Source: an optimization exercise on an open RTL-to-GDS flow (aim: small area and a short achievable clock period). Production flows keep margins and buffers that such runs may drop. No activity file was given, so power comes from the tool's default toggle rates.

job 102:
==> flow/design.v (excerpt) <==
module trace_monitor #(
    parameter int XLEN          = 32,
    parameter int DELTA_WIDTH   = 16,
    parameter int WFI_HOLD      = 8,
    parameter int FIFO_DEPTH    = 8,
    parameter bit WRITE_ON_EDGE = 1'b1
) (
    input  wire logic clk,
    input  wire logic rst_n,
    input  wire logic [XLEN-1:0] pc,
    input  wire logic [31:0] instr,
    input  wire logic en,
    input  wire logic [3:0] ctrl_addr,
    input  wire logic [XLEN-1:0] ctrl_wdata,
    input  wire logic ctrl_write_enable,
    input  wire logic m_tready,
    output logic      m_tvalid,
    output logic [32+DELTA_WIDTH+XLEN-1:0] m_tdata,
    output logic      m_tlast,
    output logic      overflow
);
Size in the first run: roughly 2,400 cells after synthesis, about 900 flip-flops, roughly 190 I/O pins, ~0.034 sq mm of cells after synthesis.
==> flow/config.mk <==
export PLATFORM = sky130hd
export DESIGN_NAME = trace_monitor
export DESIGN_NICKNAME = trace_monitor
export VERILOG_FILES = /design/flow/design.v
export SDC_FILE = /design/flow/constraint.sdc
export NUM_CORES = 4
export LEC_CHECK = 0
export CAP_MARGIN = 20
export CORE_MARGIN = 2
export CORE_UTILIZATION = 65
export CTS_CLUSTER_DIAMETER = 100
export CTS_CLUSTER_SIZE = 30
export PLACE_DENSITY = 0.75
export SETUP_SLACK_MARGIN = 2.9
export SLEW_MARGIN = 20
export TNS_END_PERCENT = 30
==> flow/constraint.sdc <==
create_clock -name core_clock -period 5.0 [get_ports {clk}]
set_input_delay 1.0000 -clock core_clock [delete_from_list [all_inputs] [get_ports {clk}]]
set_output_delay 1.0000 -clock core_clock [all_outputs]
set_load 0.01 [all_outputs]
standard.sh (not shown) runs the stock make flow with config.mk's settings and CLKGATE_MAP_FILE= SYNTH_SCRIPT=/design/flow/synth_recipe.tcl, a recipe that flattens the netlist after the stock synthesis.
==> flow/flow/run.sh <==
#!/bin/bash
# Layout flow: the standard ORFS flow (standard.sh, which also runs the
# standard synthesis unchanged), with one change: the port buffers that
# buffer_ports inserts are plain buf_1 cells instead of the delay buffer it
# picks by default. The timing repair steps may still resize them.
set -euo pipefail
export BUFFER_PORTS_ARGS="-buffer_cell sky130_fd_sc_hd__buf_1"
bash standard.sh > standard.log 2>&1
--- input diff job 102..job 103 ---
--- a/flow/design.v
+++ b/flow/design.v
@@ -51,24 +51,29 @@
                 l[i] = l[i+s] | (~g[i+s] & l[i]);
             end
         end
         ucmp = {g[0], l[0]};
     endfunction
     logic            we_q;
     logic            wr;
     logic            start_en, end_en, lo_en, hi_en;
     logic [XLEN-1:0] start_addr, end_addr, lo_bound, hi_bound;
     logic            start_en_n, end_en_n, lo_en_n, hi_en_n;
     logic [XLEN-1:0] start_addr_n, end_addr_n, lo_bound_n, hi_bound_n;
     logic            wr_lo, wr_hi;
+    logic            start_en_w, end_en_w, lo_en_w, hi_en_w;
+    assign start_en_w = (wr && ctrl_addr == trace_monitor_pkg::TRIG_START_EN) ? ctrl_wdata[0] : start_en;
+    assign end_en_w   = (wr && ctrl_addr == trace_monitor_pkg::TRIG_END_EN)   ? ctrl_wdata[0] : end_en;
+    assign lo_en_w    = (wr && ctrl_addr == trace_monitor_pkg::RANGE_LO_EN)   ? ctrl_wdata[0] : lo_en;
+    assign hi_en_w    = (wr && ctrl_addr == trace_monitor_pkg::RANGE_HI_EN)   ? ctrl_wdata[0] : hi_en;
     assign wr    = WRITE_ON_EDGE ? (ctrl_write_enable & ~we_q) : ctrl_write_enable;
     assign wr_lo = wr && (ctrl_addr == trace_monitor_pkg::RANGE_LO);
     assign wr_hi = wr && (ctrl_addr == trace_monitor_pkg::RANGE_HI);
     always_comb begin
         start_en_n   = start_en;
         end_en_n     = end_en;
         start_addr_n = start_addr;
         end_addr_n   = end_addr;
         lo_en_n      = lo_en;
         hi_en_n      = hi_en;
         lo_bound_n   = lo_bound;
         hi_bound_n   = hi_bound;
@@ -142,47 +147,51 @@
         if (!rst_n) begin
             started_n = 1'b0;
             ended_n   = 1'b0;
         end
     end
     always_ff @(posedge clk) begin
         started <= started_n;
         ended   <= ended_n;
     end
     logic [1:0] cmp_lo, cmp_hi, cmp_wd;
     logic       early_n, lo_keep, hi_keep, keep_n;
     logic       trig_hold, trig_end, trig_n, moved_n;
-    logic       ok_q, wd_gt_q, wd_lt_q, wr_lo_q, wr_hi_q;
+    logic       ok_c, ok_p, wd_gt_q, wd_lt_q, wr_lo_q, wr_hi_q;
     assign cmp_lo = ucmp(pc_s0, lo_bound);
     assign cmp_hi = ucmp(pc_s0, hi_bound);
     assign cmp_wd = ucmp(pc_s0, ctrl_wdata);
-    assign early_n = hist_ok_n && (pc_s0 != '0) && (wfi_cnt_n != WCNT_W'(WFI_HOLD));
-    assign lo_keep = !lo_en_n || !cmp_lo[0];
-    assign hi_keep = !hi_en_n || !cmp_hi[1];
+    logic wfi_force_n, wfi_stop_n;
+    assign wfi_force_n = hist_is_wfi && (wfi_cnt == WCNT_W'(WFI_HOLD - 2));
+    assign wfi_stop_n  = hist_is_wfi && (wfi_cnt >= WCNT_W'(WFI_HOLD - 1));
+    assign early_n = hist_ok_n && (pc_s0 != '0) && !wfi_stop_n;
+    assign lo_keep = !lo_en_w || !cmp_lo[0];
+    assign hi_keep = !hi_en_w || !cmp_hi[1];
     assign keep_n  = wr_lo ? hi_keep : (wr_hi ? lo_keep : (lo_keep && hi_keep));
     assign start_hit = start_en && (pc == start_addr);
     assign end_hit   = end_en && (pc == end_addr);
-    assign trig_hold = (!start_en_n || started) && (!end_en_n || !ended);
-    assign trig_end  = !start_en_n && !end_en_n;
+    assign trig_hold = (!start_en_w || started) && (!end_en_w || !ended);
+    assign trig_end  = !start_en_w && !end_en_w;
     assign trig_n    = end_hit ? trig_end : (start_hit || trig_hold);
-    assign moved_n   = (pc != pc_s0) || (wfi_cnt_n == WCNT_W'(WFI_HOLD - 1));
+    assign moved_n   = (pc != pc_s0) || wfi_force_n;
     always_ff @(posedge clk) begin
-        ok_q    <= early_n && keep_n && trig_n && moved_n;
+        ok_c    <= early_n && keep_n;
+        ok_p    <= trig_n && moved_n;
         wd_gt_q <= cmp_wd[1];
         wd_lt_q <= cmp_wd[0];
         wr_lo_q <= wr_lo && lo_en;
         wr_hi_q <= wr_hi && hi_en;
     end
     logic record_write;
-    assign record_write = en && ok_q && !(wr_lo_q && wd_lt_q) && !(wr_hi_q && wd_gt_q);
+    assign record_write = en && ok_c && ok_p && !(wr_lo_q && wd_lt_q) && !(wr_hi_q && wd_gt_q);
     localparam int LO_W = DELTA_WIDTH / 2;
     logic [DELTA_WIDTH-1:0] cycles, cycles_n, cycles_inc, carry;
     logic                   lo_wrap, sat;    
     assign carry[0]    = 1'b1;
     assign carry[LO_W] = lo_wrap;
     for (genvar i = 1; i < LO_W; i++) begin : g_carry_lo
         assign carry[i] = &cycles[i-1:0];
     end
     for (genvar i = LO_W + 1; i < DELTA_WIDTH; i++) begin : g_carry_hi
         assign carry[i] = lo_wrap && (&cycles[i-1:LO_W]);
     end
     assign cycles_inc = cycles ^ carry;
@@ -243,25 +252,25 @@
         we_11 = (mnz && !mfull) ? wr_prev : wr_oh;
         case ({record_write, m_tready})
             2'b00:   slot_we = we_00;
             2'b01:   slot_we = we_01;
             2'b10:   slot_we = we_10;
             default: slot_we = we_11;
         endcase
     end
     always_ff @(posedge clk) begin
         for (int i = 0; i < MEM_N; i++) begin
             if (slot_we[i]) begin
                 slot_d[i] <= {instr_s0, {DELTA_WIDTH{1'b0}}, pc_s0};
-                slot_l[i] <= hist_is_wfi_n;
+                slot_l[i] <= (instr_s0 == WFI);
             end
         end
     end
     always_ff @(posedge clk) begin
         for (int i = 0; i < MEM_N; i++) begin
             if (wr_oh[i] && !mfull) slot_t[i] <= cycles;
         end
     end
     always_comb begin
         next_data = '0;
         next_last = 1'b0;
         next_data[XLEN +: DELTA_WIDTH] = mnz ? '0 : cycles;
==> notes.md <==
- From job 102 to job 103 the numbers moved as follows: final design utilization now larger, synthesized area per cell now smaller.
- The critical path depth in job 103 sits 1 below the value recorded for job 102.
- Against job 102, job 103 comes in 1.5 points higher on global-route usage.
- Changes observed in job 103 relative to job 102: via count saw an increase; number of sequential cells in the layout neither gained nor lost much; final cell area excluding filler cells grew by about 3.7%; worst hold margin held; reported net switching power rose 4.2%.
No functional check of the RTL was part of any run of this note.

-- what the ideal ports hide --
Ports are ideal in the flow. The routed layouts listed here were re-timed in OpenROAD.
Step 1, drivers: a clkbuf_16 drives clk and a buf_2 each remaining input, both assumed.
Step 2, shift: input delay + t, output delay - t, t = (earliest + latest rising clock arrival at the registers) / 2. This alone moves slack from input paths to output paths.
a / b / c = no drivers / after step 1 / after step 2; a / b = the first two.
run	t (ns)	slack for setup (ns)	worst hold slack (ns)	worst setup path after step 2
job 102	0.651	2.558 / 2.587 / 1.938	0.465 / 0.462 / 0.465	input to register
job 103	0.648	2.623 / 2.623 / 2.076	0.464 / 0.457 / 0.464	input to register
After both steps setup and hold are still met in every run listed. For job 102, which loses most, drivers alone change the setup slack by +0.029 ns; drivers and shift together by -0.620 ns.
